What follows belongs to an exercise in optimizing a design on an open flow for small area; a production flow would make more cautious choices. In this exercise RTL edits were held to simulation tests only and were not proved equivalent to the original. Power figures rest on the tool's default switching activity, not on a simulated workload.

File: flow/run.sh
#!/bin/bash
# The standard layout with two changes: the input and output ports are buffered with the
# smallest buffer cell instead of the one buffer_ports picks by itself, and clock tree synthesis
# adds no dummy loads.
set -euo pipefail
export BUFFER_PORTS_ARGS="-buffer_cell sky130_fd_sc_hd__buf_1"
export CTS_ARGS="-sink_clustering_enable -repair_clock_nets -sink_clustering_size 25 -sink_clustering_max_diameter 100 -buf_list sky130_fd_sc_hd__clkbuf_16 -dont_use_dummy_load"
bash standard.sh > standard.log 2>&1
File: standard.sh
#!/bin/bash
# synth_recipe.tcl (not shown) runs the flow's synth.tcl, then flattens the netlist and writes it again
# the make line also repeats each setting of config.mk as NAME=value (left out here)
make -C /OpenROAD-flow-scripts/flow DESIGN_CONFIG=/design/flow/config.mk WORK_HOME=/design/flow/orfs CLKGATE_MAP_FILE= SYNTH_SCRIPT=/design/flow/synth_recipe.tcl "${@:-finish}"
File: config.mk
export PLATFORM = sky130hd
export DESIGN_NAME = midi_synth_top
export DESIGN_NICKNAME = midi_synth_top
export VERILOG_FILES = /design/flow/design.v
export SDC_FILE = /design/flow/constraint.sdc
export NUM_CORES = 4
export LEC_CHECK = 0
export ABC_AREA = 1
export CAP_MARGIN = 5
export CORE_MARGIN = 2
export CORE_UTILIZATION = 65
export SLEW_MARGIN = 5
File: constraint.sdc
create_clock -name core_clock -period 12.0 [get_ports {clk}]
set_input_delay 2.4000 -clock core_clock [delete_from_list [all_inputs] [get_ports {clk}]]
set_output_delay 2.4000 -clock core_clock [all_outputs]
set_load 0.01 [all_outputs]
File: design.v
package midi_synth_pkg;
    localparam logic [1:0] ENV_OFF     = 2'd0;
    localparam logic [1:0] ENV_ATTACK  = 2'd1;
    localparam logic [1:0] ENV_HOLD    = 2'd2;
    localparam logic [1:0] ENV_RELEASE = 2'd3;
    localparam logic [6:0] NOTE_MIN = 7'd29;
    localparam logic [6:0] NOTE_MAX = 7'd91;
    localparam logic [7:0] SUS_MIN = 8'd64;
    localparam logic [7:0] MIN_GAIN = 8'd0;
    localparam logic [7:0] MAX_GAIN = 8'd128;
    localparam logic [6:0] SUSTAIN_CC = 7'd64;
endpackage
import midi_synth_pkg::*;
module midi_byte_parser (
    input  logic       clk,
    input  logic       reset,
    input  logic [7:0] midi_byte,
    input  logic       midi_valid,
    output logic       note_event,    
    output logic [5:0] ev_idx,        
    output logic       ev_on,         
    output logic       pedal          
);
    logic [1:0] st;
    logic [1:0] st_new;
    logic       have_first;
    logic [6:0] first_byte;
    logic       data_byte;
    logic       pair_done;
    logic [6:0] idx7;
    logic       playable;
    logic       pedal_ev1, pedal_ev2, pedal_val;
    assign data_byte = midi_valid && !midi_byte[7] && (st != 2'd0);
    assign pair_done = data_byte && have_first;
    always_comb begin
        case (midi_byte)
            8'h80:   st_new = 2'd1;
            8'h90:   st_new = 2'd2;
            8'hB0:   st_new = 2'd3;
            default: st_new = 2'd0;
        endcase
    end
    always_comb begin
        logic c;
        c = 1'b0;
        for (int i = 0; i < 7; i++) begin
            idx7[i] = first_byte[i] ^ 1'(7'd100 >> i) ^ c;
            c = (first_byte[i] & 1'(7'd100 >> i)) | (c & (first_byte[i] ^ 1'(7'd100 >> i)));
        end
    end
    assign playable = !idx7[6] && (idx7[5:0] != 6'd0);
    always_ff @(posedge clk) begin
        if (reset) begin
            st         <= 2'd0;
            have_first <= 1'b0;
            note_event <= 1'b0;
            pedal_ev1  <= 1'b0;
            pedal_ev2  <= 1'b0;
            pedal      <= 1'b0;
        end else begin
            note_event <= pair_done && (st != 2'd3) && playable;
            pedal_ev1  <= pair_done && (st == 2'd3) && (first_byte == SUSTAIN_CC);
            pedal_ev2  <= pedal_ev1;
            if (pedal_ev2) pedal <= pedal_val;
            if (midi_valid && midi_byte[7] && (midi_byte[6:3] != 4'hF)) begin
                st         <= st_new;
                have_first <= 1'b0;
            end else if (data_byte) begin
                have_first <= !have_first;
            end
        end
    end
    always_ff @(posedge clk) begin
        if (data_byte && !have_first) first_byte <= midi_byte[6:0];
        ev_idx <= idx7[5:0];
        if (pair_done) begin
            ev_on     <= (st == 2'd2) && (midi_byte[6:0] != 7'd0);
            pedal_val <= midi_byte[6];
        end
    end
endmodule
module voice_allocator #(
    parameter int NUM_VOICES = 4
) (
    input  logic                       clk,
    input  logic                       reset,
    input  logic                       note_event,
    input  logic [5:0]                 ev_idx,
    input  logic                       ev_on,
    input  logic [NUM_VOICES-1:0]      voice_on,
    input  logic [NUM_VOICES-1:0][5:0] voice_note,
    output logic [NUM_VOICES-1:0]      update_voice
);
    logic [NUM_VOICES-1:0] target;
    logic                  found;
    always_comb begin
        target = '0;
        found  = 1'b0;
        for (int v = 0; v < NUM_VOICES; v++) begin
            if (!found && !voice_on[v] && !update_voice[v]) begin
                target[v] = ev_on;
                found     = 1'b1;
            end
        end
        for (int v = 0; v < NUM_VOICES; v++) begin
            if (!ev_on && voice_on[v] && (voice_note[v] == ev_idx)) target[v] = 1'b1;
        end
        if (!note_event) target = '0;
    end
    always_ff @(posedge clk) begin
        if (reset) update_voice <= '0;
        else       update_voice <= target;
    end
endmodule
import midi_synth_pkg::*;
module harmonic_dynamics #(
    parameter int ATTACK_TIME  = 75,
    parameter int SUSTAIN_TIME = 1400,
    parameter int REL_TIME     = 150
) (
    input  logic        clk,
    input  logic        reset,
    input  logic        key_down,        
    input  logic        key_up,          
    input  logic [5:0]  ev_idx,
    input  logic        generate_next,   
    input  logic        pedal,
    input  logic [15:0] sustain_n,       
    input  logic        zero_crossing,   
    output logic        voice_on,
    output logic [5:0]  note,
    output logic [7:0]  gain
);
    logic [1:0]  state;
    logic [15:0] count;
    logic [15:0] count_inc;
    logic        reach_sus;
    logic        due;
    logic        step;
    logic        up;
    logic        gain_en;
    logic [7:0]  gain_step;
    function automatic logic ge_const(input logic [15:0] x, input logic [15:0] k);
        logic g;
        g = 1'b1;
        for (int i = 0; i < 16; i++) g = k[i] ? (x[i] & g) : (x[i] | g);
        ge_const = g;
    endfunction
    assign voice_on = (state != ENV_OFF);
    always_comb begin
        logic c, g;
        c = generate_next;
        g = 1'b1;
        for (int i = 0; i < 16; i++) begin
            count_inc[i] = count[i] ^ c;
            c = count[i] & c;
            g = (count[i] & sustain_n[i]) | (g & (count[i] | sustain_n[i]));
        end
        reach_sus = g;
    end
    always_comb begin
        case (state)
            ENV_ATTACK:  due = ge_const(count, 16'(ATTACK_TIME));
            ENV_HOLD:    due = reach_sus;
            default:     due = pedal ? reach_sus : ge_const(count, 16'(REL_TIME));
        endcase
    end
    assign step = !generate_next && due && zero_crossing;
    assign up = (state == ENV_ATTACK);
    assign gain_en = step && (up ? !gain[7] : (gain != MIN_GAIN))
                     && !(state == ENV_HOLD && key_up);
    always_comb begin
        logic t;
        t = gain_en;
        for (int i = 0; i < 8; i++) begin
            gain_step[i] = gain[i] ^ t;
            t = t & (gain[i] ~^ up);
        end
    end
    always_ff @(posedge clk) begin
        if (reset) begin
            state <= ENV_OFF;
            gain  <= MIN_GAIN;
        end else begin
            gain <= gain_step;
            case (state)
                ENV_OFF:     if (key_down) state <= ENV_ATTACK;
                ENV_ATTACK:  if (step && gain[7]) state <= ENV_HOLD;
                ENV_HOLD:    if (key_up) state <= ENV_RELEASE;
                default:     if (gain == MIN_GAIN) state <= ENV_OFF;
            endcase
        end
    end
    always_ff @(posedge clk) begin
        if (state == ENV_OFF || (state == ENV_HOLD && key_up) || step) count <= '0;
        else                                                            count <= count_inc;
        if (state == ENV_OFF) note <= key_down ? ev_idx : 6'd0;
    end
endmodule
import midi_synth_pkg::*;
module voice_oscillator #(
    parameter int NUM_VOICES = 4
) (
    input  logic                       clk,
    input  logic                       started,      
    input  logic                       tick,         
    input  logic                       wpass,        
    input  logic [1:0]                 slot,         
    input  logic [NUM_VOICES-1:0][5:0] voice_note,
    output logic [15:0]                head_phase,   
    output logic [NUM_VOICES-1:0]      zero_crossing
);
    function automatic [19:0] note_inc(input logic [5:0] idx);
        case (idx)
            6'd1: note_inc = 20'd15257;
            6'd2: note_inc = 20'd16164;
            6'd3: note_inc = 20'd17125;
            6'd4: note_inc = 20'd18143;
            6'd5: note_inc = 20'd19222;
            6'd6: note_inc = 20'd20365;
            6'd7: note_inc = 20'd21576;
            6'd8: note_inc = 20'd22859;
            6'd9: note_inc = 20'd24218;
            6'd10: note_inc = 20'd25658;
            6'd11: note_inc = 20'd27184;
            6'd12: note_inc = 20'd28800;
            6'd13: note_inc = 20'd30514;
            6'd14: note_inc = 20'd32328;
            6'd15: note_inc = 20'd34250;
            6'd16: note_inc = 20'd36286;
            6'd17: note_inc = 20'd38444;
            6'd18: note_inc = 20'd40730;
            6'd19: note_inc = 20'd43152;
            6'd20: note_inc = 20'd45718;
            6'd21: note_inc = 20'd48436;
            6'd22: note_inc = 20'd51316;
            6'd23: note_inc = 20'd54368;
            6'd24: note_inc = 20'd57600;
            6'd25: note_inc = 20'd61028;
            6'd26: note_inc = 20'd64656;
            6'd27: note_inc = 20'd68500;
            6'd28: note_inc = 20'd72572;
            6'd29: note_inc = 20'd76888;
            6'd30: note_inc = 20'd81460;
            6'd31: note_inc = 20'd86304;
            6'd32: note_inc = 20'd91436;
            6'd33: note_inc = 20'd96872;
            6'd34: note_inc = 20'd102632;
            6'd35: note_inc = 20'd108736;
            6'd36: note_inc = 20'd115200;
            6'd37: note_inc = 20'd122056;
            6'd38: note_inc = 20'd129312;
            6'd39: note_inc = 20'd137000;
            6'd40: note_inc = 20'd145144;
            6'd41: note_inc = 20'd153776;
            6'd42: note_inc = 20'd162920;
            6'd43: note_inc = 20'd172608;
            6'd44: note_inc = 20'd182872;
            6'd45: note_inc = 20'd193744;
            6'd46: note_inc = 20'd205264;
            6'd47: note_inc = 20'd217472;
            6'd48: note_inc = 20'd230400;
            6'd49: note_inc = 20'd244112;
            6'd50: note_inc = 20'd258624;
            6'd51: note_inc = 20'd274000;
            6'd52: note_inc = 20'd290288;
            6'd53: note_inc = 20'd307552;
            6'd54: note_inc = 20'd325840;
            6'd55: note_inc = 20'd345216;
            6'd56: note_inc = 20'd365744;
            6'd57: note_inc = 20'd387488;
            6'd58: note_inc = 20'd410528;
            6'd59: note_inc = 20'd434944;
            6'd60: note_inc = 20'd460800;
            6'd61: note_inc = 20'd488224;
            6'd62: note_inc = 20'd517248;
            6'd63: note_inc = 20'd548000;
            default: note_inc = 20'd0;
        endcase
    endfunction
    logic [3:0][24:0] ring;     
    logic [5:0]       n1, n2, n3;     
    logic [5:0]       note;
    logic [19:0]      inc;
    logic [23:0]      sum;
    logic             carry_next;
    always_ff @(posedge clk) begin
        n3 <= voice_note[3];
        n2 <= tick ? voice_note[2] : n3;
        n1 <= tick ? voice_note[1] : n2;
    end
    assign note = (slot == 2'd0) ? voice_note[0] : n1;
    assign inc  = wpass ? note_inc(note) : 20'd0;
    always_comb begin
        logic c;
        c = 1'b0;
        for (int i = 0; i < 24; i++) begin
            if (i < 20) begin
                sum[i] = ring[0][i] ^ inc[i] ^ c;
                c = (ring[0][i] & inc[i]) | (c & (ring[0][i] ^ inc[i]));
            end else begin
                sum[i] = ring[0][i] ^ c;
                c = ring[0][i] & c;
            end
        end
    end
    always_comb begin
        logic k;
        k = 1'b0;
        for (int i = 1; i < 23; i++) begin
            if (i <= 20) k = (ring[0][i] & inc[i-1]) | (k & (ring[0][i] ^ inc[i-1]));
            else         k = k & ring[0][i];
        end
        carry_next = k & ~(sum[23] ^ ring[0][23]);
    end
    always_ff @(posedge clk) begin
        ring[2:0] <= ring[3:1];
        if (!started || (wpass && note == 6'd0)) ring[3][23:0] <= '0;
        else                                     ring[3][23:0] <= sum;
        if (!started)   ring[3][24] <= 1'b0;
        else if (wpass) ring[3][24] <= (note != 6'd0) && carry_next;
        else            ring[3][24] <= ring[0][24];
    end
    for (genvar v = 0; v < NUM_VOICES; v++) begin : g_zc
        always_ff @(posedge clk) begin
            if (tick) zero_crossing[v] <= ring[v][24];
        end
    end
    assign head_phase = ring[0][23:8];
endmodule
module voice_mixer #(
    parameter int NUM_VOICES    = 4,
    parameter int SAMPLE_DIVIDE = 1024
) (
    input  logic                        clk,
    input  logic                        reset,
    input  logic [15:0]                 head_phase,
    input  logic [NUM_VOICES-1:0][7:0]  voice_gain,
    output logic                        started,
    output logic                        tick,
    output logic                        wpass,
    output logic [1:0]                  slot,
    output logic signed [15:0]          mix_sample,
    output logic                        mix_valid
);
    localparam int DIV_W = $clog2(SAMPLE_DIVIDE);
    logic [DIV_W-1:0] div_count;
    logic [DIV_W-1:0] div_inc;
    logic [7:0]       ga, gb;        
    logic [7:0]       g;
    logic [17:0]      acc;
    logic [17:0]      a;
    logic [17:0]      nxt;
    always_comb begin
        logic c;
        c = 1'b1;
        for (int i = 0; i < DIV_W; i++) begin
            div_inc[i] = div_count[i] ^ c;
            c = div_count[i] & c;
        end
    end
    always_ff @(posedge clk) begin
        if (reset) begin
            div_count <= '0;
            started   <= 1'b0;
        end else begin
            if (div_count == DIV_W'(SAMPLE_DIVIDE - 1)) begin
                div_count <= '0;
                started   <= 1'b1;
            end else begin
                div_count <= div_inc;
            end
        end
    end
    assign tick  = started && (div_count == '0);
    assign wpass = started && (div_count[DIV_W-1:2] == '0);
    assign slot  = div_count[1:0];
    always_ff @(posedge clk) begin
        gb <= voice_gain[3];
        ga <= (slot == 2'd1) ? voice_gain[2] : gb;
    end
    assign g = (slot == 2'd0) ? voice_gain[0] : (slot == 2'd1) ? voice_gain[1] : ga;
    assign a = (slot == 2'd0) ? 18'd176128 : acc;
    mixer_mac mac_i (.u(head_phase), .g, .a, .nxt);
    always_ff @(posedge clk) acc <= nxt;
    always_ff @(posedge clk) begin
        if (reset) mix_valid <= 1'b0;
        else       mix_valid <= wpass && (slot == 2'd3);
    end
    always_comb begin
        if (acc[17] && !(acc[16] && acc[15]))       mix_sample = 16'h8000;
        else if (!acc[17] && (acc[16] || acc[15])) mix_sample = 16'h7fff;
        else                                        mix_sample = acc[15:0];
    end
endmodule
module mixer_mac (
    input  logic [15:0] u,
    input  logic [7:0]  g,
    input  logic [17:0] a,
    output logic [17:0] nxt
);
    logic bn0, b1_0, b2_0;
    assign bn0 = g[1] & ~(g[0] & 1'b0);
    assign b1_0 = g[0] ^ 1'b0;
    assign b2_0 = (g[1] & ~g[0] & ~1'b0) | (~g[1] & g[0] & 1'b0);
    logic bn1, b1_1, b2_1;
    assign bn1 = g[3] & ~(g[2] & g[1]);
    assign b1_1 = g[2] ^ g[1];
    assign b2_1 = (g[3] & ~g[2] & ~g[1]) | (~g[3] & g[2] & g[1]);
    logic bn2, b1_2, b2_2;
    assign bn2 = g[5] & ~(g[4] & g[3]);
    assign b1_2 = g[4] ^ g[3];
    assign b2_2 = (g[5] & ~g[4] & ~g[3]) | (~g[5] & g[4] & g[3]);
    logic bn3, b1_3, b2_3;
    assign bn3 = 1'b0;
    assign b1_3 = g[6] ^ g[5];
    assign b2_3 = (g[6] & g[5]) | g[7];
    logic mac_1;
    logic mac_2;
    assign mac_1 = (((b1_0 & u[7]) | (b2_0 & u[6])) ^ bn0) ^ (((b1_1 & u[5]) | (b2_1 & u[4])) ^ bn1);
    assign mac_2 = (((b1_0 & u[7]) | (b2_0 & u[6])) ^ bn0) & (((b1_1 & u[5]) | (b2_1 & u[4])) ^ bn1);
    logic mac_3;
    logic mac_4;
    assign mac_3 = (((b1_0 & u[8]) | (b2_0 & u[7])) ^ bn0) ^ (((b1_1 & u[6]) | (b2_1 & u[5])) ^ bn1) ^ (((b1_2 & u[4]) | (b2_2 & u[3])) ^ bn2);
    assign mac_4 = ((((b1_0 & u[8]) | (b2_0 & u[7])) ^ bn0) & (((b1_1 & u[6]) | (b2_1 & u[5])) ^ bn1)) | ((((b1_0 & u[8]) | (b2_0 & u[7])) ^ bn0) & (((b1_2 & u[4]) | (b2_2 & u[3])) ^ bn2)) | ((((b1_1 & u[6]) | (b2_1 & u[5])) ^ bn1) & (((b1_2 & u[4]) | (b2_2 & u[3])) ^ bn2));
    logic mac_5;
    logic mac_6;
    assign mac_5 = (((b1_0 & u[9]) | (b2_0 & u[8])) ^ bn0) ^ (((b1_1 & u[7]) | (b2_1 & u[6])) ^ bn1) ^ (((b1_2 & u[5]) | (b2_2 & u[4])) ^ bn2);
    assign mac_6 = ((((b1_0 & u[9]) | (b2_0 & u[8])) ^ bn0) & (((b1_1 & u[7]) | (b2_1 & u[6])) ^ bn1)) | ((((b1_0 & u[9]) | (b2_0 & u[8])) ^ bn0) & (((b1_2 & u[5]) | (b2_2 & u[4])) ^ bn2)) | ((((b1_1 & u[7]) | (b2_1 & u[6])) ^ bn1) & (((b1_2 & u[5]) | (b2_2 & u[4])) ^ bn2));
    logic mac_7;
    logic mac_8;
    assign mac_7 = (((b1_0 & u[10]) | (b2_0 & u[9])) ^ bn0) ^ (((b1_1 & u[8]) | (b2_1 & u[7])) ^ bn1) ^ (((b1_2 & u[6]) | (b2_2 & u[5])) ^ bn2);
    assign mac_8 = ((((b1_0 & u[10]) | (b2_0 & u[9])) ^ bn0) & (((b1_1 & u[8]) | (b2_1 & u[7])) ^ bn1)) | ((((b1_0 & u[10]) | (b2_0 & u[9])) ^ bn0) & (((b1_2 & u[6]) | (b2_2 & u[5])) ^ bn2)) | ((((b1_1 & u[8]) | (b2_1 & u[7])) ^ bn1) & (((b1_2 & u[6]) | (b2_2 & u[5])) ^ bn2));
    logic mac_9;
    logic mac_10;
    assign mac_9 = (((b1_0 & u[11]) | (b2_0 & u[10])) ^ bn0) ^ (((b1_1 & u[9]) | (b2_1 & u[8])) ^ bn1) ^ (((b1_2 & u[7]) | (b2_2 & u[6])) ^ bn2);
    assign mac_10 = ((((b1_0 & u[11]) | (b2_0 & u[10])) ^ bn0) & (((b1_1 & u[9]) | (b2_1 & u[8])) ^ bn1)) | ((((b1_0 & u[11]) | (b2_0 & u[10])) ^ bn0) & (((b1_2 & u[7]) | (b2_2 & u[6])) ^ bn2)) | ((((b1_1 & u[9]) | (b2_1 & u[8])) ^ bn1) & (((b1_2 & u[7]) | (b2_2 & u[6])) ^ bn2));
    logic mac_11;
    logic mac_12;
    assign mac_11 = (((b1_0 & u[12]) | (b2_0 & u[11])) ^ bn0) ^ (((b1_1 & u[10]) | (b2_1 & u[9])) ^ bn1) ^ (((b1_2 & u[8]) | (b2_2 & u[7])) ^ bn2);
    assign mac_12 = ((((b1_0 & u[12]) | (b2_0 & u[11])) ^ bn0) & (((b1_1 & u[10]) | (b2_1 & u[9])) ^ bn1)) | ((((b1_0 & u[12]) | (b2_0 & u[11])) ^ bn0) & (((b1_2 & u[8]) | (b2_2 & u[7])) ^ bn2)) | ((((b1_1 & u[10]) | (b2_1 & u[9])) ^ bn1) & (((b1_2 & u[8]) | (b2_2 & u[7])) ^ bn2));
    logic mac_13;
    logic mac_14;
    assign mac_13 = (((b1_0 & u[13]) | (b2_0 & u[12])) ^ bn0) ^ (((b1_1 & u[11]) | (b2_1 & u[10])) ^ bn1) ^ (((b1_2 & u[9]) | (b2_2 & u[8])) ^ bn2);
    assign mac_14 = ((((b1_0 & u[13]) | (b2_0 & u[12])) ^ bn0) & (((b1_1 & u[11]) | (b2_1 & u[10])) ^ bn1)) | ((((b1_0 & u[13]) | (b2_0 & u[12])) ^ bn0) & (((b1_2 & u[9]) | (b2_2 & u[8])) ^ bn2)) | ((((b1_1 & u[11]) | (b2_1 & u[10])) ^ bn1) & (((b1_2 & u[9]) | (b2_2 & u[8])) ^ bn2));
    logic mac_15;
    logic mac_16;
    assign mac_15 = (((b1_0 & u[14]) | (b2_0 & u[13])) ^ bn0) ^ (((b1_1 & u[12]) | (b2_1 & u[11])) ^ bn1) ^ (((b1_2 & u[10]) | (b2_2 & u[9])) ^ bn2);
    assign mac_16 = ((((b1_0 & u[14]) | (b2_0 & u[13])) ^ bn0) & (((b1_1 & u[12]) | (b2_1 & u[11])) ^ bn1)) | ((((b1_0 & u[14]) | (b2_0 & u[13])) ^ bn0) & (((b1_2 & u[10]) | (b2_2 & u[9])) ^ bn2)) | ((((b1_1 & u[12]) | (b2_1 & u[11])) ^ bn1) & (((b1_2 & u[10]) | (b2_2 & u[9])) ^ bn2));
    logic mac_17;
    logic mac_18;
    assign mac_17 = (((b1_0 & ~u[15]) | (b2_0 & u[14])) ^ bn0) ^ (((b1_1 & u[13]) | (b2_1 & u[12])) ^ bn1) ^ (((b1_2 & u[11]) | (b2_2 & u[10])) ^ bn2);
    assign mac_18 = ((((b1_0 & ~u[15]) | (b2_0 & u[14])) ^ bn0) & (((b1_1 & u[13]) | (b2_1 & u[12])) ^ bn1)) | ((((b1_0 & ~u[15]) | (b2_0 & u[14])) ^ bn0) & (((b1_2 & u[11]) | (b2_2 & u[10])) ^ bn2)) | ((((b1_1 & u[13]) | (b2_1 & u[12])) ^ bn1) & (((b1_2 & u[11]) | (b2_2 & u[10])) ^ bn2));
    logic mac_19;
    logic mac_20;
    assign mac_19 = (((b1_0 & ~u[15]) | (b2_0 & ~u[15])) ^ bn0) ^ (((b1_1 & u[14]) | (b2_1 & u[13])) ^ bn1) ^ (((b1_2 & u[12]) | (b2_2 & u[11])) ^ bn2);
    assign mac_20 = ((((b1_0 & ~u[15]) | (b2_0 & ~u[15])) ^ bn0) & (((b1_1 & u[14]) | (b2_1 & u[13])) ^ bn1)) | ((((b1_0 & ~u[15]) | (b2_0 & ~u[15])) ^ bn0) & (((b1_2 & u[12]) | (b2_2 & u[11])) ^ bn2)) | ((((b1_1 & u[14]) | (b2_1 & u[13])) ^ bn1) & (((b1_2 & u[12]) | (b2_2 & u[11])) ^ bn2));
    logic mac_21;
    logic mac_22;
    assign mac_21 = ~(((b1_0 & ~u[15]) | (b2_0 & ~u[15])) ^ bn0) ^ (((b1_1 & ~u[15]) | (b2_1 & u[14])) ^ bn1) ^ (((b1_2 & u[13]) | (b2_2 & u[12])) ^ bn2);
    assign mac_22 = (~(((b1_0 & ~u[15]) | (b2_0 & ~u[15])) ^ bn0) & (((b1_1 & ~u[15]) | (b2_1 & u[14])) ^ bn1)) | (~(((b1_0 & ~u[15]) | (b2_0 & ~u[15])) ^ bn0) & (((b1_2 & u[13]) | (b2_2 & u[12])) ^ bn2)) | ((((b1_1 & ~u[15]) | (b2_1 & u[14])) ^ bn1) & (((b1_2 & u[13]) | (b2_2 & u[12])) ^ bn2));
    logic mac_23;
    logic mac_24;
    assign mac_23 = (((b1_1 & ~u[15]) | (b2_1 & ~u[15])) ^ bn1) ^ (((b1_2 & u[14]) | (b2_2 & u[13])) ^ bn2);
    assign mac_24 = (((b1_1 & ~u[15]) | (b2_1 & ~u[15])) ^ bn1) & (((b1_2 & u[14]) | (b2_2 & u[13])) ^ bn2);
    logic mac_25;
    logic mac_26;
    assign mac_25 = ~(((b1_1 & ~u[15]) | (b2_1 & ~u[15])) ^ bn1) ^ (((b1_2 & ~u[15]) | (b2_2 & u[14])) ^ bn2);
    assign mac_26 = ~(((b1_1 & ~u[15]) | (b2_1 & ~u[15])) ^ bn1) & (((b1_2 & ~u[15]) | (b2_2 & u[14])) ^ bn2);
    logic mac_27;
    logic mac_28;
    assign mac_27 = (((b1_0 & u[4]) | (b2_0 & u[3])) ^ bn0) ^ (((b1_1 & u[2]) | (b2_1 & u[1])) ^ bn1);
    assign mac_28 = (((b1_0 & u[4]) | (b2_0 & u[3])) ^ bn0) & (((b1_1 & u[2]) | (b2_1 & u[1])) ^ bn1);
    logic mac_29;
    logic mac_30;
    assign mac_29 = (((b1_0 & u[5]) | (b2_0 & u[4])) ^ bn0) ^ (((b1_1 & u[3]) | (b2_1 & u[2])) ^ bn1);
    assign mac_30 = (((b1_0 & u[5]) | (b2_0 & u[4])) ^ bn0) & (((b1_1 & u[3]) | (b2_1 & u[2])) ^ bn1);
    logic mac_31;
    logic mac_32;
    assign mac_31 = (((b1_0 & u[6]) | (b2_0 & u[5])) ^ bn0) ^ (((b1_1 & u[4]) | (b2_1 & u[3])) ^ bn1) ^ (((b1_2 & u[2]) | (b2_2 & u[1])) ^ bn2);
    assign mac_32 = ((((b1_0 & u[6]) | (b2_0 & u[5])) ^ bn0) & (((b1_1 & u[4]) | (b2_1 & u[3])) ^ bn1)) | ((((b1_0 & u[6]) | (b2_0 & u[5])) ^ bn0) & (((b1_2 & u[2]) | (b2_2 & u[1])) ^ bn2)) | ((((b1_1 & u[4]) | (b2_1 & u[3])) ^ bn1) & (((b1_2 & u[2]) | (b2_2 & u[1])) ^ bn2));
    logic mac_33;
    logic mac_34;
    assign mac_33 = mac_1 ^ (((b1_2 & u[3]) | (b2_2 & u[2])) ^ bn2) ^ ((b1_3 & u[1]) | (b2_3 & u[0]));
    assign mac_34 = (mac_1 & (((b1_2 & u[3]) | (b2_2 & u[2])) ^ bn2)) | (mac_1 & ((b1_3 & u[1]) | (b2_3 & u[0]))) | ((((b1_2 & u[3]) | (b2_2 & u[2])) ^ bn2) & ((b1_3 & u[1]) | (b2_3 & u[0])));
    logic mac_35;
    logic mac_36;
    assign mac_35 = mac_2 ^ mac_3 ^ ((b1_3 & u[2]) | (b2_3 & u[1]));
    assign mac_36 = (mac_2 & mac_3) | (mac_2 & ((b1_3 & u[2]) | (b2_3 & u[1]))) | (mac_3 & ((b1_3 & u[2]) | (b2_3 & u[1])));
    logic mac_37;
    logic mac_38;
    assign mac_37 = mac_4 ^ mac_5 ^ ((b1_3 & u[3]) | (b2_3 & u[2]));
    assign mac_38 = (mac_4 & mac_5) | (mac_4 & ((b1_3 & u[3]) | (b2_3 & u[2]))) | (mac_5 & ((b1_3 & u[3]) | (b2_3 & u[2])));
    logic mac_39;
    logic mac_40;
    assign mac_39 = mac_6 ^ mac_7 ^ ((b1_3 & u[4]) | (b2_3 & u[3]));
    assign mac_40 = (mac_6 & mac_7) | (mac_6 & ((b1_3 & u[4]) | (b2_3 & u[3]))) | (mac_7 & ((b1_3 & u[4]) | (b2_3 & u[3])));
    logic mac_41;
    logic mac_42;
    assign mac_41 = mac_8 ^ mac_9 ^ ((b1_3 & u[5]) | (b2_3 & u[4]));
    assign mac_42 = (mac_8 & mac_9) | (mac_8 & ((b1_3 & u[5]) | (b2_3 & u[4]))) | (mac_9 & ((b1_3 & u[5]) | (b2_3 & u[4])));
    logic mac_43;
    logic mac_44;
    assign mac_43 = mac_10 ^ mac_11 ^ ((b1_3 & u[6]) | (b2_3 & u[5]));
    assign mac_44 = (mac_10 & mac_11) | (mac_10 & ((b1_3 & u[6]) | (b2_3 & u[5]))) | (mac_11 & ((b1_3 & u[6]) | (b2_3 & u[5])));
    logic mac_45;
    logic mac_46;
    assign mac_45 = mac_12 ^ mac_13 ^ ((b1_3 & u[7]) | (b2_3 & u[6]));
    assign mac_46 = (mac_12 & mac_13) | (mac_12 & ((b1_3 & u[7]) | (b2_3 & u[6]))) | (mac_13 & ((b1_3 & u[7]) | (b2_3 & u[6])));
    logic mac_47;
    logic mac_48;
    assign mac_47 = mac_14 ^ mac_15 ^ ((b1_3 & u[8]) | (b2_3 & u[7]));
    assign mac_48 = (mac_14 & mac_15) | (mac_14 & ((b1_3 & u[8]) | (b2_3 & u[7]))) | (mac_15 & ((b1_3 & u[8]) | (b2_3 & u[7])));
    logic mac_49;
    logic mac_50;
    assign mac_49 = mac_16 ^ mac_17 ^ ((b1_3 & u[9]) | (b2_3 & u[8]));
    assign mac_50 = (mac_16 & mac_17) | (mac_16 & ((b1_3 & u[9]) | (b2_3 & u[8]))) | (mac_17 & ((b1_3 & u[9]) | (b2_3 & u[8])));
    logic mac_51;
    logic mac_52;
    assign mac_51 = mac_18 ^ mac_19 ^ ((b1_3 & u[10]) | (b2_3 & u[9]));
    assign mac_52 = (mac_18 & mac_19) | (mac_18 & ((b1_3 & u[10]) | (b2_3 & u[9]))) | (mac_19 & ((b1_3 & u[10]) | (b2_3 & u[9])));
    logic mac_53;
    logic mac_54;
    assign mac_53 = mac_20 ^ mac_21 ^ ((b1_3 & u[11]) | (b2_3 & u[10]));
    assign mac_54 = (mac_20 & mac_21) | (mac_20 & ((b1_3 & u[11]) | (b2_3 & u[10]))) | (mac_21 & ((b1_3 & u[11]) | (b2_3 & u[10])));
    logic mac_55;
    logic mac_56;
    assign mac_55 = mac_22 ^ mac_23 ^ ((b1_3 & u[12]) | (b2_3 & u[11]));
    assign mac_56 = (mac_22 & mac_23) | (mac_22 & ((b1_3 & u[12]) | (b2_3 & u[11]))) | (mac_23 & ((b1_3 & u[12]) | (b2_3 & u[11])));
    logic mac_57;
    logic mac_58;
    assign mac_57 = mac_24 ^ mac_25 ^ ((b1_3 & u[13]) | (b2_3 & u[12]));
    assign mac_58 = (mac_24 & mac_25) | (mac_24 & ((b1_3 & u[13]) | (b2_3 & u[12]))) | (mac_25 & ((b1_3 & u[13]) | (b2_3 & u[12])));
    logic mac_59;
    logic mac_60;
    assign mac_59 = mac_26 ^ (((b1_2 & ~u[15]) | (b2_2 & ~u[15])) ^ bn2) ^ ((b1_3 & u[14]) | (b2_3 & u[13]));
    assign mac_60 = (mac_26 & (((b1_2 & ~u[15]) | (b2_2 & ~u[15])) ^ bn2)) | (mac_26 & ((b1_3 & u[14]) | (b2_3 & u[13]))) | ((((b1_2 & ~u[15]) | (b2_2 & ~u[15])) ^ bn2) & ((b1_3 & u[14]) | (b2_3 & u[13])));
    logic mac_61;
    logic mac_62;
    assign mac_61 = ~(((b1_2 & ~u[15]) | (b2_2 & ~u[15])) ^ bn2) ^ ((b1_3 & ~u[15]) | (b2_3 & u[14]));
    assign mac_62 = ~(((b1_2 & ~u[15]) | (b2_2 & ~u[15])) ^ bn2) & ((b1_3 & ~u[15]) | (b2_3 & u[14]));
    logic mac_63;
    logic mac_64;
    assign mac_63 = (((b1_0 & u[2]) | (b2_0 & u[1])) ^ bn0) ^ (((b1_1 & u[0])) ^ bn1);
    assign mac_64 = (((b1_0 & u[2]) | (b2_0 & u[1])) ^ bn0) & (((b1_1 & u[0])) ^ bn1);
    logic mac_65;
    logic mac_66;
    assign mac_65 = (((b1_0 & u[3]) | (b2_0 & u[2])) ^ bn0) ^ (((b1_1 & u[1]) | (b2_1 & u[0])) ^ bn1);
    assign mac_66 = (((b1_0 & u[3]) | (b2_0 & u[2])) ^ bn0) & (((b1_1 & u[1]) | (b2_1 & u[0])) ^ bn1);
    logic mac_67;
    logic mac_68;
    assign mac_67 = mac_27 ^ (((b1_2 & u[0])) ^ bn2) ^ bn2;
    assign mac_68 = (mac_27 & (((b1_2 & u[0])) ^ bn2)) | (mac_27 & bn2) | ((((b1_2 & u[0])) ^ bn2) & bn2);
    logic mac_69;
    logic mac_70;
    assign mac_69 = mac_28 ^ mac_29 ^ (((b1_2 & u[1]) | (b2_2 & u[0])) ^ bn2);
    assign mac_70 = (mac_28 & mac_29) | (mac_28 & (((b1_2 & u[1]) | (b2_2 & u[0])) ^ bn2)) | (mac_29 & (((b1_2 & u[1]) | (b2_2 & u[0])) ^ bn2));
    logic mac_71;
    logic mac_72;
    assign mac_71 = mac_30 ^ mac_31 ^ ((b1_3 & u[0]));
    assign mac_72 = (mac_30 & mac_31) | (mac_30 & ((b1_3 & u[0]))) | (mac_31 & ((b1_3 & u[0])));
    logic mac_73;
    logic mac_74;
    assign mac_73 = mac_32 ^ mac_33 ^ a[0];
    assign mac_74 = (mac_32 & mac_33) | (mac_32 & a[0]) | (mac_33 & a[0]);
    logic mac_75;
    logic mac_76;
    assign mac_75 = mac_34 ^ mac_35 ^ a[1];
    assign mac_76 = (mac_34 & mac_35) | (mac_34 & a[1]) | (mac_35 & a[1]);
    logic mac_77;
    logic mac_78;
    assign mac_77 = mac_36 ^ mac_37 ^ a[2];
    assign mac_78 = (mac_36 & mac_37) | (mac_36 & a[2]) | (mac_37 & a[2]);
    logic mac_79;
    logic mac_80;
    assign mac_79 = mac_38 ^ mac_39 ^ a[3];
    assign mac_80 = (mac_38 & mac_39) | (mac_38 & a[3]) | (mac_39 & a[3]);
    logic mac_81;
    logic mac_82;
    assign mac_81 = mac_40 ^ mac_41 ^ a[4];
    assign mac_82 = (mac_40 & mac_41) | (mac_40 & a[4]) | (mac_41 & a[4]);
    logic mac_83;
    logic mac_84;
    assign mac_83 = mac_42 ^ mac_43 ^ a[5];
    assign mac_84 = (mac_42 & mac_43) | (mac_42 & a[5]) | (mac_43 & a[5]);
    logic mac_85;
    logic mac_86;
    assign mac_85 = mac_44 ^ mac_45 ^ a[6];
    assign mac_86 = (mac_44 & mac_45) | (mac_44 & a[6]) | (mac_45 & a[6]);
    logic mac_87;
    logic mac_88;
    assign mac_87 = mac_46 ^ mac_47 ^ a[7];
    assign mac_88 = (mac_46 & mac_47) | (mac_46 & a[7]) | (mac_47 & a[7]);
    logic mac_89;
    logic mac_90;
    assign mac_89 = mac_48 ^ mac_49 ^ a[8];
    assign mac_90 = (mac_48 & mac_49) | (mac_48 & a[8]) | (mac_49 & a[8]);
    logic mac_91;
    logic mac_92;
    assign mac_91 = mac_50 ^ mac_51 ^ a[9];
    assign mac_92 = (mac_50 & mac_51) | (mac_50 & a[9]) | (mac_51 & a[9]);
    logic mac_93;
    logic mac_94;
    assign mac_93 = mac_52 ^ mac_53 ^ a[10];
    assign mac_94 = (mac_52 & mac_53) | (mac_52 & a[10]) | (mac_53 & a[10]);
    logic mac_95;
    logic mac_96;
    assign mac_95 = mac_54 ^ mac_55 ^ a[11];
    assign mac_96 = (mac_54 & mac_55) | (mac_54 & a[11]) | (mac_55 & a[11]);
    logic mac_97;
    logic mac_98;
    assign mac_97 = mac_56 ^ mac_57 ^ a[12];
    assign mac_98 = (mac_56 & mac_57) | (mac_56 & a[12]) | (mac_57 & a[12]);
    logic mac_99;
    logic mac_100;
    assign mac_99 = mac_58 ^ mac_59 ^ a[13];
    assign mac_100 = (mac_58 & mac_59) | (mac_58 & a[13]) | (mac_59 & a[13]);
    logic mac_101;
    logic mac_102;
    assign mac_101 = mac_60 ^ mac_61 ^ a[14];
    assign mac_102 = (mac_60 & mac_61) | (mac_60 & a[14]) | (mac_61 & a[14]);
    logic mac_103;
    logic mac_104;
    assign mac_103 = mac_62 ^ ((b1_3 & ~u[15]) | (b2_3 & ~u[15])) ^ a[15];
    assign mac_104 = (mac_62 & ((b1_3 & ~u[15]) | (b2_3 & ~u[15]))) | (mac_62 & a[15]) | (((b1_3 & ~u[15]) | (b2_3 & ~u[15])) & a[15]);
    logic mac_105;
    logic mac_106;
    assign mac_105 = ~((b1_3 & ~u[15]) | (b2_3 & ~u[15])) ^ a[16];
    assign mac_106 = ~((b1_3 & ~u[15]) | (b2_3 & ~u[15])) & a[16];
    logic mac_107;
    logic mac_108;
    assign mac_107 = (((b1_0 & u[0])) ^ bn0) ^ bn0;
    assign mac_108 = (((b1_0 & u[0])) ^ bn0) & bn0;
    logic mac_109;
    logic mac_110;
    assign mac_109 = (((b1_0 & u[1]) | (b2_0 & u[0])) ^ bn0) ^ mac_108;
    assign mac_110 = (((b1_0 & u[1]) | (b2_0 & u[0])) ^ bn0) & mac_108;
    logic mac_111;
    logic mac_112;
    assign mac_111 = mac_63 ^ bn1 ^ mac_110;
    assign mac_112 = (mac_63 & bn1) | (mac_63 & mac_110) | (bn1 & mac_110);
    logic mac_113;
    logic mac_114;
    assign mac_113 = mac_64 ^ mac_65 ^ mac_112;
    assign mac_114 = (mac_64 & mac_65) | (mac_64 & mac_112) | (mac_65 & mac_112);
    logic mac_115;
    logic mac_116;
    assign mac_115 = mac_66 ^ mac_67 ^ mac_114;
    assign mac_116 = (mac_66 & mac_67) | (mac_66 & mac_114) | (mac_67 & mac_114);
    logic mac_117;
    logic mac_118;
    assign mac_117 = mac_68 ^ mac_69 ^ mac_116;
    assign mac_118 = (mac_68 & mac_69) | (mac_68 & mac_116) | (mac_69 & mac_116);
    logic mac_119;
    logic mac_120;
    assign mac_119 = mac_70 ^ mac_71 ^ mac_118;
    assign mac_120 = (mac_70 & mac_71) | (mac_70 & mac_118) | (mac_71 & mac_118);
    logic mac_121;
    logic mac_122;
    assign mac_121 = mac_72 ^ mac_73 ^ mac_120;
    assign mac_122 = (mac_72 & mac_73) | (mac_72 & mac_120) | (mac_73 & mac_120);
    logic mac_123;
    logic mac_124;
    assign mac_123 = mac_74 ^ mac_75 ^ mac_122;
    assign mac_124 = (mac_74 & mac_75) | (mac_74 & mac_122) | (mac_75 & mac_122);
    logic mac_125;
    logic mac_126;
    assign mac_125 = mac_76 ^ mac_77 ^ mac_124;
    assign mac_126 = (mac_76 & mac_77) | (mac_76 & mac_124) | (mac_77 & mac_124);
    logic mac_127;
    logic mac_128;
    assign mac_127 = mac_78 ^ mac_79 ^ mac_126;
    assign mac_128 = (mac_78 & mac_79) | (mac_78 & mac_126) | (mac_79 & mac_126);
    logic mac_129;
    logic mac_130;
    assign mac_129 = mac_80 ^ mac_81 ^ mac_128;
    assign mac_130 = (mac_80 & mac_81) | (mac_80 & mac_128) | (mac_81 & mac_128);
    logic mac_131;
    logic mac_132;
    assign mac_131 = mac_82 ^ mac_83 ^ mac_130;
    assign mac_132 = (mac_82 & mac_83) | (mac_82 & mac_130) | (mac_83 & mac_130);
    logic mac_133;
    logic mac_134;
    assign mac_133 = mac_84 ^ mac_85 ^ mac_132;
    assign mac_134 = (mac_84 & mac_85) | (mac_84 & mac_132) | (mac_85 & mac_132);
    logic mac_135;
    logic mac_136;
    assign mac_135 = mac_86 ^ mac_87 ^ mac_134;
    assign mac_136 = (mac_86 & mac_87) | (mac_86 & mac_134) | (mac_87 & mac_134);
    logic mac_137;
    logic mac_138;
    assign mac_137 = mac_88 ^ mac_89 ^ mac_136;
    assign mac_138 = (mac_88 & mac_89) | (mac_88 & mac_136) | (mac_89 & mac_136);
    logic mac_139;
    logic mac_140;
    assign mac_139 = mac_90 ^ mac_91 ^ mac_138;
    assign mac_140 = (mac_90 & mac_91) | (mac_90 & mac_138) | (mac_91 & mac_138);
    logic mac_141;
    logic mac_142;
    assign mac_141 = mac_92 ^ mac_93 ^ mac_140;
    assign mac_142 = (mac_92 & mac_93) | (mac_92 & mac_140) | (mac_93 & mac_140);
    logic mac_143;
    logic mac_144;
    assign mac_143 = mac_94 ^ mac_95 ^ mac_142;
    assign mac_144 = (mac_94 & mac_95) | (mac_94 & mac_142) | (mac_95 & mac_142);
    logic mac_145;
    logic mac_146;
    assign mac_145 = mac_96 ^ mac_97 ^ mac_144;
    assign mac_146 = (mac_96 & mac_97) | (mac_96 & mac_144) | (mac_97 & mac_144);
    logic mac_147;
    logic mac_148;
    assign mac_147 = mac_98 ^ mac_99 ^ mac_146;
    assign mac_148 = (mac_98 & mac_99) | (mac_98 & mac_146) | (mac_99 & mac_146);
    logic mac_149;
    logic mac_150;
    assign mac_149 = mac_100 ^ mac_101 ^ mac_148;
    assign mac_150 = (mac_100 & mac_101) | (mac_100 & mac_148) | (mac_101 & mac_148);
    logic mac_151;
    logic mac_152;
    assign mac_151 = mac_102 ^ mac_103 ^ mac_150;
    assign mac_152 = (mac_102 & mac_103) | (mac_102 & mac_150) | (mac_103 & mac_150);
    logic mac_153;
    logic mac_154;
    assign mac_153 = mac_104 ^ mac_105 ^ mac_152;
    assign mac_154 = (mac_104 & mac_105) | (mac_104 & mac_152) | (mac_105 & mac_152);
    logic mac_155;
    logic mac_156;
    assign mac_155 = mac_106 ^ a[17] ^ mac_154;
    assign mac_156 = (mac_106 & a[17]) | (mac_106 & mac_154) | (a[17] & mac_154);
    assign nxt = {mac_155, mac_153, mac_151, mac_149, mac_147, mac_145, mac_143, mac_141, mac_139, mac_137, mac_135, mac_133, mac_131, mac_129, mac_127, mac_125, mac_123, mac_121};
endmodule
import midi_synth_pkg::*;
module midi_synth_top #(
    parameter int NUM_VOICES    = 4,
    parameter int ATTACK_TIME   = 4,
    parameter int SUSTAIN_TIME  = 40,
    parameter int REL_TIME      = 8,
    parameter int SAMPLE_DIVIDE = 16
) (
    input  logic                        clk,
    input  logic                        reset,
    input  logic [7:0]                  midi_byte,
    input  logic                        midi_valid,
    input  logic [15:0]                 sustain_inc,
    output logic signed [15:0]          mix_sample,
    output logic                        mix_valid,
    output logic [NUM_VOICES-1:0]       voice_on,
    output logic [NUM_VOICES-1:0][7:0]  voice_gain
);
    logic                       note_event;
    logic [5:0]                 ev_idx;
    logic                       ev_on;
    logic                       pedal;
    logic [NUM_VOICES-1:0]      update_voice;
    logic [NUM_VOICES-1:0][5:0] voice_note;
    logic [NUM_VOICES-1:0]      zero_crossing;
    logic [15:0]                sustain_n;
    logic [15:0]                head_phase;
    logic                       started, tick, wpass;
    logic [1:0]                 slot;
    always_comb begin
        logic c;
        c = 1'b0;
        for (int i = 0; i < 16; i++) begin
            sustain_n[i] = ~(sustain_inc[i] ^ 1'(SUSTAIN_TIME >> i) ^ c);
            c = (sustain_inc[i] & 1'(SUSTAIN_TIME >> i)) | (c & (sustain_inc[i] ^ 1'(SUSTAIN_TIME >> i)));
        end
    end
    midi_byte_parser parser_i (
        .clk, .reset, .midi_byte, .midi_valid, .note_event, .ev_idx, .ev_on, .pedal
    );
    voice_allocator #(.NUM_VOICES(NUM_VOICES)) allocator_i (
        .clk, .reset, .note_event, .ev_idx, .ev_on, .voice_on, .voice_note, .update_voice
    );
    for (genvar v = 0; v < NUM_VOICES; v++) begin : g_voice
        harmonic_dynamics #(
            .ATTACK_TIME(ATTACK_TIME), .SUSTAIN_TIME(SUSTAIN_TIME), .REL_TIME(REL_TIME)
        ) envelope_i (
            .clk, .reset,
            .key_down(update_voice[v] && ev_on), .key_up(update_voice[v] && !ev_on),
            .ev_idx, .generate_next(tick), .pedal, .sustain_n,
            .zero_crossing(zero_crossing[v]),
            .voice_on(voice_on[v]), .note(voice_note[v]), .gain(voice_gain[v])
        );
    end
    voice_oscillator #(.NUM_VOICES(NUM_VOICES)) osc_i (
        .clk, .started, .tick, .wpass, .slot, .voice_note, .head_phase, .zero_crossing
    );
    voice_mixer #(.NUM_VOICES(NUM_VOICES), .SAMPLE_DIVIDE(SAMPLE_DIVIDE)) mixer_i (
        .clk, .reset, .head_phase, .voice_gain, .started, .tick, .wpass, .slot,
        .mix_sample, .mix_valid
    );
endmodule
==> results of run 1 <==
==> cell type report <==
class	count	area, um^2
fillers	2184	8180
well taps	341	427
multi-input cells	1390	9190
flip-flops and latches	316	6700
inverters	418	1570
repair buffers	91	387
clock buffers	17	425
==> registers in the layout, summed over array words and instances (netlist names), 2 cells and up <==
name and cells:
mixer_i.div_count 4, osc_i.n3 6, mixer_i.acc 18, parser_i.first_byte 7, osc_i.n1 6, parser_i.st 2
mixer_i.ga 8, g_voice.envelope_i.gain 32, allocator_i.update_voice 4, parser_i.ev_idx 6, mixer_i.gb 8, osc_i.zero_crossing 4
g_voice.envelope_i.note 24, osc_i.ring 100, g_voice.envelope_i.state 8, g_voice.envelope_i.count 64, osc_i.n2 6
==> report_power, final <==
group          total, mW  internal (mW)  leakage (nW)  switching [mW]
clock              0.574          0.254         0.209           0.320
sequential          1.30           1.22          2.65          0.0829
combinational       1.58          0.542          5.62            1.04
==> final timing paths <==
check,end,from,cells after the start,slack (ns)
min reg2reg,osc_i.ring[47]$_DFF_P_,osc_i.ring[72]$_DFF_P_,0,0.30
max reg2reg,mixer_i.acc[17]$_DFF_P_,mixer_i.div_count[0]$_SDFF_PP0_,35,0.63
min,osc_i.ring[47]$_DFF_P_,osc_i.ring[72]$_DFF_P_,0,0.30
max,mixer_i.acc[17]$_DFF_P_,mixer_i.div_count[0]$_SDFF_PP0_,35,0.63
==> critical path: cells and delay by family (launching register included) <==
family          cells  cell delay [ns]
compound gates      5             0.99
xor+xnor            3             0.52
fa+ha+maj          22             8.37
buf+inv             4             0.70
flops               1             0.39
simple gates        1             0.30
==> synthesized netlist by cell type (all sizes together) (19+ instances only) <==
cell type and n:
ha 135, nand4 24, clkbuf 46, nor2 227, o22ai 64, fa 79, nor4 19, o21ai 141
dfxtp 279, nand2 374, edfxtp 37, a21oi 74, nand3 40, xor2 58, inv 414
==> kinds of logic (layout without fill, tap and decap cells) <==
kind of cell / count (synthesis) / in the layout / synth area share
adders and majority gates: 217 / 217 / 0.186
buffers and inverters: 476 / 526 / 0.103
xor gates and xnor gates: 74 / 74 / 0.0366
DFF: 316 / 316 / 0.378
AOI/OAI and AO/OA: 378 / 378 / 0.127
and+or+nand+nor: 721 / 721 / 0.169
==> metrics by stage <==
stage               hold slack (ns)  instance area [um^2]  worst slack [ns]
CTS                           0.315                 18700             0.641
detailed placement            0.312                 18300             0.664
global placement              0.310                 18300              1.01
floorplan                     0.310                 17700             0.466
global route                  0.317                 18700            0.0266
finish                        0.302                 18700             0.627
==> per-layer routing <==
metal  wire length, um  vias to the layer above  global-route usage
met5                 0                        -                   0
met4              1400                        0              0.0970
met3              2490                       82              0.0362
met2             20500                      426               0.529
met1             17800                     6755               0.379
li1                  -                     7093                   -
==> summary.txt, run 1 <==
- The area growth from synthesis to layout is 5.57%.
- Of the cells placed in the final design, the portion with a size suffix greater than 1 is 0.0269.
- In the final timing run, aggregate negative setup slack is 0 ns.
- The peak per-stage delay on the critical path is 0.43 ns.
- The critical path required time is 12.38 ns.
- The worst IR drop on VDD is 124 uV.
- Global routing finished with a remaining overflow of 0.
- Entering global routing, the biggest net connects 36 pins.
- The total power divided by cell area is 185 mW/mm^2.
- Clock skew on the completed layout was measured at 0.0398 ns.
- The floorplan step defined a core boundary enclosing 0.0269 mm^2.
- The number of antenna violations at the first check in global routing is 0.
- The transition at the pin with the smallest max-transition slack is 1.09 ns.
- The die is 169 um wide.
- The clock reaches the later pin of the worst-skew pair after 0.51 ns.
- Before antenna repair, the detailed router went through 5 iterations.
- The most common flop cell mapped by yosys is sky130_fd_sc_hd__dfxtp_1.
- The share of synthesized area in the top cell type comes to 0.315.
- The count of endpoints failing setup in the final report is 0.
- Counting every net in the synthesized netlist gives 2423.
- In the final routed layout, each cell accounts on average for 16.4 um.
- In this run the number of H-tree levels came out at 1.
- The final-report hold violation count is 0.
- sky130_fd_sc_hd__dfxtp_1 takes more of the synthesized area than any other cell.
- For this run, the number of Yosys warnings is 6.
- The library cells used most frequently in the layout, excluding fill and tap cells, are 410 x sky130_fd_sc_hd__inv_1, 365 x sky130_fd_sc_hd__nand2_1, 279 x sky130_fd_sc_hd__dfxtp_1.
- After the last flow step, the layout net total stands at 2475.
- The most common library cell in the layout ignoring fill and taps is sky130_fd_sc_hd__inv_1.
- The routed layout has 14400 vias.
- The final antenna diode count is 0.
- After detailed placement, the design holds a cell count of 2556.
- The via count of the first global-routing pass came to 13800.
- Setup repair after global routing left no endpoint under its margin.
- After synthesis, the mean cell area works out to 8.12 um^2.
- The slowest stage of the critical path belongs to the cell sky130_fd_sc_hd__fa_1.
- The first global-routing pass estimated 68700 um of wire.
- The number of buffers inserted by post-CTS setup repair is 0.
- The worst setup path is launched from a register.
- The utilization of the core after routing is 0.696.
- In the routed design, unresolved DRC markers number 0.
- The number of instances resized during post-cts repair is 0.
- In this run the worst path has a maximum fanout of 16.
- The type of destination of the critical path is a register.
- The clock passes through at most 3 buffers.
- The data arrival time at the worst-slack endpoint is 11.76 ns.
- The max-slew violation count came to 0.
- The placement row count is 60.
- The die extent in y is 169 um.
- Yosys mapped the design onto 53 distinct sky130hd cell types.
- Yosys attributes the largest share of cell area to sky130_fd_sc_hd__dfxtp_1 32%, sky130_fd_sc_hd__ha_1 9.5%, sky130_fd_sc_hd__fa_1 8.9%, sky130_fd_sc_hd__inv_1 8.7%, sky130_fd_sc_hd__nand2_1 7.7%.
- Counting flops and latches in the post-synthesis netlist gives 316.
- The type of the most critical hold path is register to register.
- The die covers 0.0286 mm^2.
- The top-level port count is 80.
- Routability-driven placement finished with a final weighted congestion of 0.932.
- The count of nets left with antenna violations once routing finished came out at 0.
- After the first detailed-routing iteration, the DRC count stood at 969.
- In the finished design, the share of the clock period the worst path needs comes to 0.948.
- Detailed placement ended at an HPWL of 32700 um.
- Buffers placed on the I/O ports in this run total 79.
- The share of the yosys chip area belonging to registers is 0.378.
- In this run the clock root is driven by a sky130_fd_sc_hd__clkbuf_16.
- The normalized max-slew margin is 0.274.
- The share of synthesized flip-flops with an asynchronous set or reset is 0.
- The design draws 3.45 mW.
- Static timing analysis puts the maximum clock frequency at 0.0879 GHz.
- After clock tree synthesis, the clock-pin slew on the worst setup and hold paths is 0.10 ns.
- The flow ran to the end and the layout has no timing, DRC or antenna violations.
- The most numerous cell type found on the critical path is sky130_fd_sc_hd__fa_1.
- The number of hold buffers added after cts is 0.
- The setup path with the least slack is of type register to register.
- The synthesized cell area is 0.0177 mm^2.
- The number of cells produced by synthesis is 2182.
- The final cell count without fillers is 2573.
- The routed wire length is 42200 um.
- The TritonCTS clock tree is yes.
- The analysis attributes to cell leakage a power of 8.48 nW.
- The max capacitance violation total is 0.
- The CTS sink count is 316.
- Counting flops with a built-in enable in the synthesized netlist gives 37.
- The clock period could shrink to 11.37 ns.
- The via-per-instance ratio is 5.58.
- The initial utilization of the core area, before any placement, comes to 0.659.
- The number of clock buffers added by TritonCTS is 17.
- The global-route usage over all layers is 0.298.
==> run 2: changes to the inputs <==
==> run.sh (new file) <==
#!/bin/bash
# synth_recipe.tcl (not shown) runs the flow's synth.tcl, then flattens the netlist and writes it again
# the make line also repeats each setting of config.mk as NAME=value (left out here)
make -C /OpenROAD-flow-scripts/flow DESIGN_CONFIG=/design/flow/config.mk WORK_HOME=/design/flow/orfs CLKGATE_MAP_FILE= SYNTH_SCRIPT=/design/flow/synth_recipe.tcl finish
--- a/config.mk
+++ b/config.mk
@@ -8,5 +8,8 @@
 export ABC_AREA = 1
-export CAP_MARGIN = 5
+export CAP_MARGIN = 20
 export CORE_MARGIN = 2
 export CORE_UTILIZATION = 65
-export SLEW_MARGIN = 5
+export CTS_BUF_LIST = sky130_fd_sc_hd__clkbuf_8
+export CTS_CLUSTER_DIAMETER = 70
+export CTS_CLUSTER_SIZE = 18
+export SLEW_MARGIN = 20
removed: flow/run.sh
removed: standard.sh
==> summary.txt, run 2 <==
- The count of filler cells inserted in the layout is 2114.
- TritonCTS built the clock tree.
- The cell depth of the worst flop-to-flop path is 36.
- The area of the multi-input gates is 0.00920 mm^2.
- The count of nets left with antenna violations once routing finished came out at 0.
- The final-report hold violation count is 0.
- The switching share of power is 0.419.
- After synthesis, the share of flip-flops with an asynchronous set or reset is 0.
- The number of antenna violations at the first check in global routing is 0.
- The tree built by TritonCTS fans out to 316 sinks.
- For this run, the top clock speed supported by timing is 0.0875 GHz.
- The synthesized cell area is 0.0177 mm^2.
- The register with the most flip-flops in the layout has 100 of them.
- The cell internal power dissipation is 2.06 mW.
- Across the VDD grid, the largest voltage drop is 121 uV.
- The run finished with no timing, DRC or antenna violations.
- In this run the number of H-tree levels came out at 1.
- The combined flip-flop and latch cell area is 0.00670 mm^2.
- The capturing instance or port of the critical path is mixer_i.acc[17]$_DFF_P_.
- At the worst endpoint, the required time is 12.48 ns.
- Yosys printed 6 warnings.
- In the routed design, unresolved DRC markers number 0.
- The worst path meets setup with 0.567 ns of slack.
- In this run the count of I/O pins placed on the die edge is 80.
- The average wire length per cell after detail routing is 16.5 um.
- The worst-case setup slack after placement is 0.449 ns.
- The clock tree root driver cell is sky130_fd_sc_hd__clkbuf_8.
- The start point of the critical path is mixer_i.div_count[1]$_SDFF_PP0_.
- The wire-length estimate of the detail-placed layout is 32800 um.
- At the end of the flow, the number of nets in the layout was 2485.
- The switching power is 1.49 mW.
- The placement row count is 60.
- The total power divided by cell area is 184 mW/mm^2.
- The reg-to-reg critical path endpoint is mixer_i.acc[17]$_DFF_P_.
- The first routing iteration left 962 violations.
- The max-slew violation count is 0.
- For the worst-skew pair, the clock arrives at the later sink with an insertion delay of 0.60 ns.
- Among all flip-flop cells after synthesis, the most frequent one is sky130_fd_sc_hd__dfxtp_1.
- In this run the static leakage power is 8.73 nW.
- The data arrival time at the worst-slack endpoint is 11.91 ns.
- The critical-path maximum fanout is 9.
- At the pin with the least slew margin, the transition time is 1.02 ns.
- The floorplan die width is 169 um.
- In the final layout, the registers with the most flip-flops are osc_i.ring: 100 flops, g_voice.envelope_i.count: 64 flops, g_voice.envelope_i.gain: 32 flops.
- In the synthesized netlist, the cells that appear most often are 410 x sky130_fd_sc_hd__inv_1, 365 x sky130_fd_sc_hd__nand2_1, 279 x sky130_fd_sc_hd__dfxtp_1.
- After clock tree synthesis, the clock-pin slew on the worst setup and hold paths is 0.11 ns.
- Of the total power, the clock network draws 0.158.
- The peak per-stage delay on the critical path is 0.54 ns.
- Across the run, the number of max-cap violations was 0.
- Synthesis produced 2182 cells.
- The total congestion overflow is 0.
- In this run, synthesis produced a sequential element count of 316.
- The repair_antennas step left the layout with diodes totalling 0.
- The clock arrives with 0.0303 ns of skew.
- The worst setup path is of the register to register kind.
- The share of the yosys chip area belonging to registers is 0.378.
- Ranked by flip-flop count, first place goes to osc_i.ring.
- The via count of the first global-routing pass is 14400.
- The final standard cell area without fillers is 0.0192 mm^2.
- The startpoint identified for the worst register-to-register timing path is mixer_i.div_count[1]$_SDFF_PP0_.
- The number of flops mapped to enable cells by yosys is 37.
- Buffers placed on the I/O ports in this run total 79.
- The category of the worst setup path launch point is a register.
- The area share of the leading cell type in the synthesized netlist is 0.315.
- STA classifies the critical path endpoint as a register.
- The netlist uses 53 different library cells.
- The share of total power dissipated in combinational logic is 0.476.
- The number of iterations in the first detailed-routing pass is 6.
- The worst path needs 11.43 ns of the cycle, external delays included.
- The setup check on the worst reg-to-reg path leaves a slack of 0.57 ns.
- The number of clock buffers inserted by TritonCTS is 24.
- The maximum number of buffers from clock root to sink is 3.
- The mean instance size in the synthesized netlist is 8.12 um^2.
- Setup repair after global routing left no endpoint under its margin.
- The path class of the tightest hold or removal check is register to register.
- The critical path's slowest cell is sky130_fd_sc_hd__nor2_1.
- In the final layout, the share of cells above drive strength 1 is 0.0368.
- The sequential share of power is 0.366.
- For this configuration, the core starts out at a cell density of 0.659.
- The normalized max-slew margin is 0.318.
- The first global-routing pass estimated 70000 um of wire.
- The relative area change from synthesis to final layout is 8.58%.
- The floorplan step defined a die boundary enclosing 0.0286 mm^2.
- The most frequent cell on the critical path is sky130_fd_sc_hd__fa_1.
- Setup violations remaining at the end of the flow were counted as 0.
- In this run the vertical extent of the chip is 169 um.
- Entering global routing, the biggest net connects 36 pins.
- The post-synthesis net count is 2423.
- Yosys attributes the largest share of cell area to sky130_fd_sc_hd__dfxtp_1 32%, sky130_fd_sc_hd__ha_1 9.5%, sky130_fd_sc_hd__fa_1 8.9%, sky130_fd_sc_hd__inv_1 8.7%, sky130_fd_sc_hd__nand2_1 7.7%.
- After detailed routing, the number of vias per cell comes to 5.61.
- Among all cell types in the netlist, the one instantiated most often is sky130_fd_sc_hd__inv_1.
- The most common library cell in the layout ignoring fill and taps is sky130_fd_sc_hd__inv_1.
- The total negative slack for setup checks is 0 ns.
- The share of the cycle needed by the critical path after routing is 0.953.
- The congestion estimate from routability-driven global placement came to 0.951.
- The core footprint is 0.0269 mm^2.
- The biggest area contributor in the post-synthesis netlist is sky130_fd_sc_hd__dfxtp_1.
- In this run the cell area measured after placement is 0.0188 mm^2.
- The global-route usage over all layers is 0.304.
- The detailed-route via count is 14600.
- The routed wire length is 42900 um.
- In the layout the commonest cells are 414 x sky130_fd_sc_hd__inv_1, 364 x sky130_fd_sc_hd__nand2_1, 279 x sky130_fd_sc_hd__dfxtp_1.
-- run 2: worst min path at each step --
stage,from,to,slack (ns),cells after the start
after floorplan,osc_i.ring[25]$_DFF_P_,osc_i.ring[0]$_DFF_P_,0.31,0
after CTS,osc_i.ring[50]$_DFF_P_,osc_i.ring[25]$_DFF_P_,0.33,0
after global routing,osc_i.ring[98]$_SDFF_PP0_,osc_i.ring[73]$_DFF_P_,0.33,0
after global placement,osc_i.ring[59]$_DFF_P_,osc_i.ring[34]$_DFF_P_,0.31,0
after detailed placement,osc_i.ring[50]$_DFF_P_,osc_i.ring[25]$_DFF_P_,0.31,0
final,osc_i.ring[59]$_DFF_P_,osc_i.ring[34]$_DFF_P_,0.32,0
-- run 2: power by group through the flow --
stage	combinational [mW]	sequential [mW]	clock [mW]
6_report	1.68	1.30	0.559
5_1_grt	1.91	1.31	0.611
4_1_cts	1.68	1.30	0.570
3_5_place_dp	1.67	1.32	0
3_3_place_gp	1.61	1.32	0
2_1_floorplan	1.16	1.30	0
-- run 2: final cells by class --
type	instances	share of cell area
repair buffers	94	0.0470
multi-input cells	1390	0.478
flip-flops and latches	316	0.348
inverters	418	0.0819
clock inverters	14	0.00527
clock buffers	24	0.0172
well taps	341	0.0222
-- run 2: cells by family (layout without fill, tap and decap cells) --
family,after synthesis,in the layout,synth area share
buffers and inverters,476,550,0.103
xor gates and xnor gates,74,74,0.0366
adders and majority gates,217,217,0.186
AOI/OAI and AO/OA,378,378,0.127
and+or+nand+nor,721,721,0.169
DFF,316,316,0.378
-- run 2: stage by stage --
stage / hold slack, ns / util / instances / power, mW
after CTS: 0.335 / 0.715 / 2597 / 3.55
after global routing: 0.331 / 0.715 / 2597 / 3.83
after global placement: 0.310 / 0.699 / 2559 / 2.93
after floorplan: 0.310 / - / 2182 / 2.46
final: 0.324 / 0.715 / 2597 / 3.54
after detailed placement: 0.312 / 0.699 / 2559 / 2.99
-- run 2: metal layers --
metal / global-route usage / vias to the layer above / part of all wire
met2: 0.539 / 499 / 0.48
li1: - / 7105 / -
met3: 0.0320 / 110 / 0.052
met4: 0.122 / 0 / 0.044
met1: 0.382 / 6854 / 0.42
met5: 0 / - / 0
-- run 2: timing repair --
item	in CTS	in global routing
gates resized for setup	0	1
endpoints found under the setup margin	0	1
setup buffers	0	0
hold buffers	0	0
-- run 2: critical path: cells and delay by family, from the launching register on --
family	cells	cell delay (ns)
buf+inv	7	0.87
fa+ha+maj	22	8.53
flops	1	0.33
xor+xnor	3	0.58
simple gates	2	0.65
compound gates	2	0.35

## re-timing with driven ports
How much do the figures lean on ideal ports? The routed layouts below were timed once more, with nothing changed but the port constraints.
Step 1: set_driving_cell puts a clkbuf_16 on clk and a buf_2 on each other input, an assumption about the parent block.
Step 2 adds t to the input delays and takes it off the output delays; t is the mean of the earliest and latest rising clock arrival at the registers after step 1. Input paths then give back, and output paths get back, about the clock's delay inside the block.
Slacks: ideal / step 1 / step 2; pairs: ideal / step 1.
| run | t, ns | setup WS [ns] | worst register clock-pin slew, ns |
|---|---|---|---|
| run 1 | 0.546 | 0.627 / 0.627 / 0.627 | 0.10 / 0.10 |
| run 2 | 0.631 | 0.567 / 0.567 / 0.567 | 0.12 / 0.12 |
After both steps every run listed still meets setup and hold.
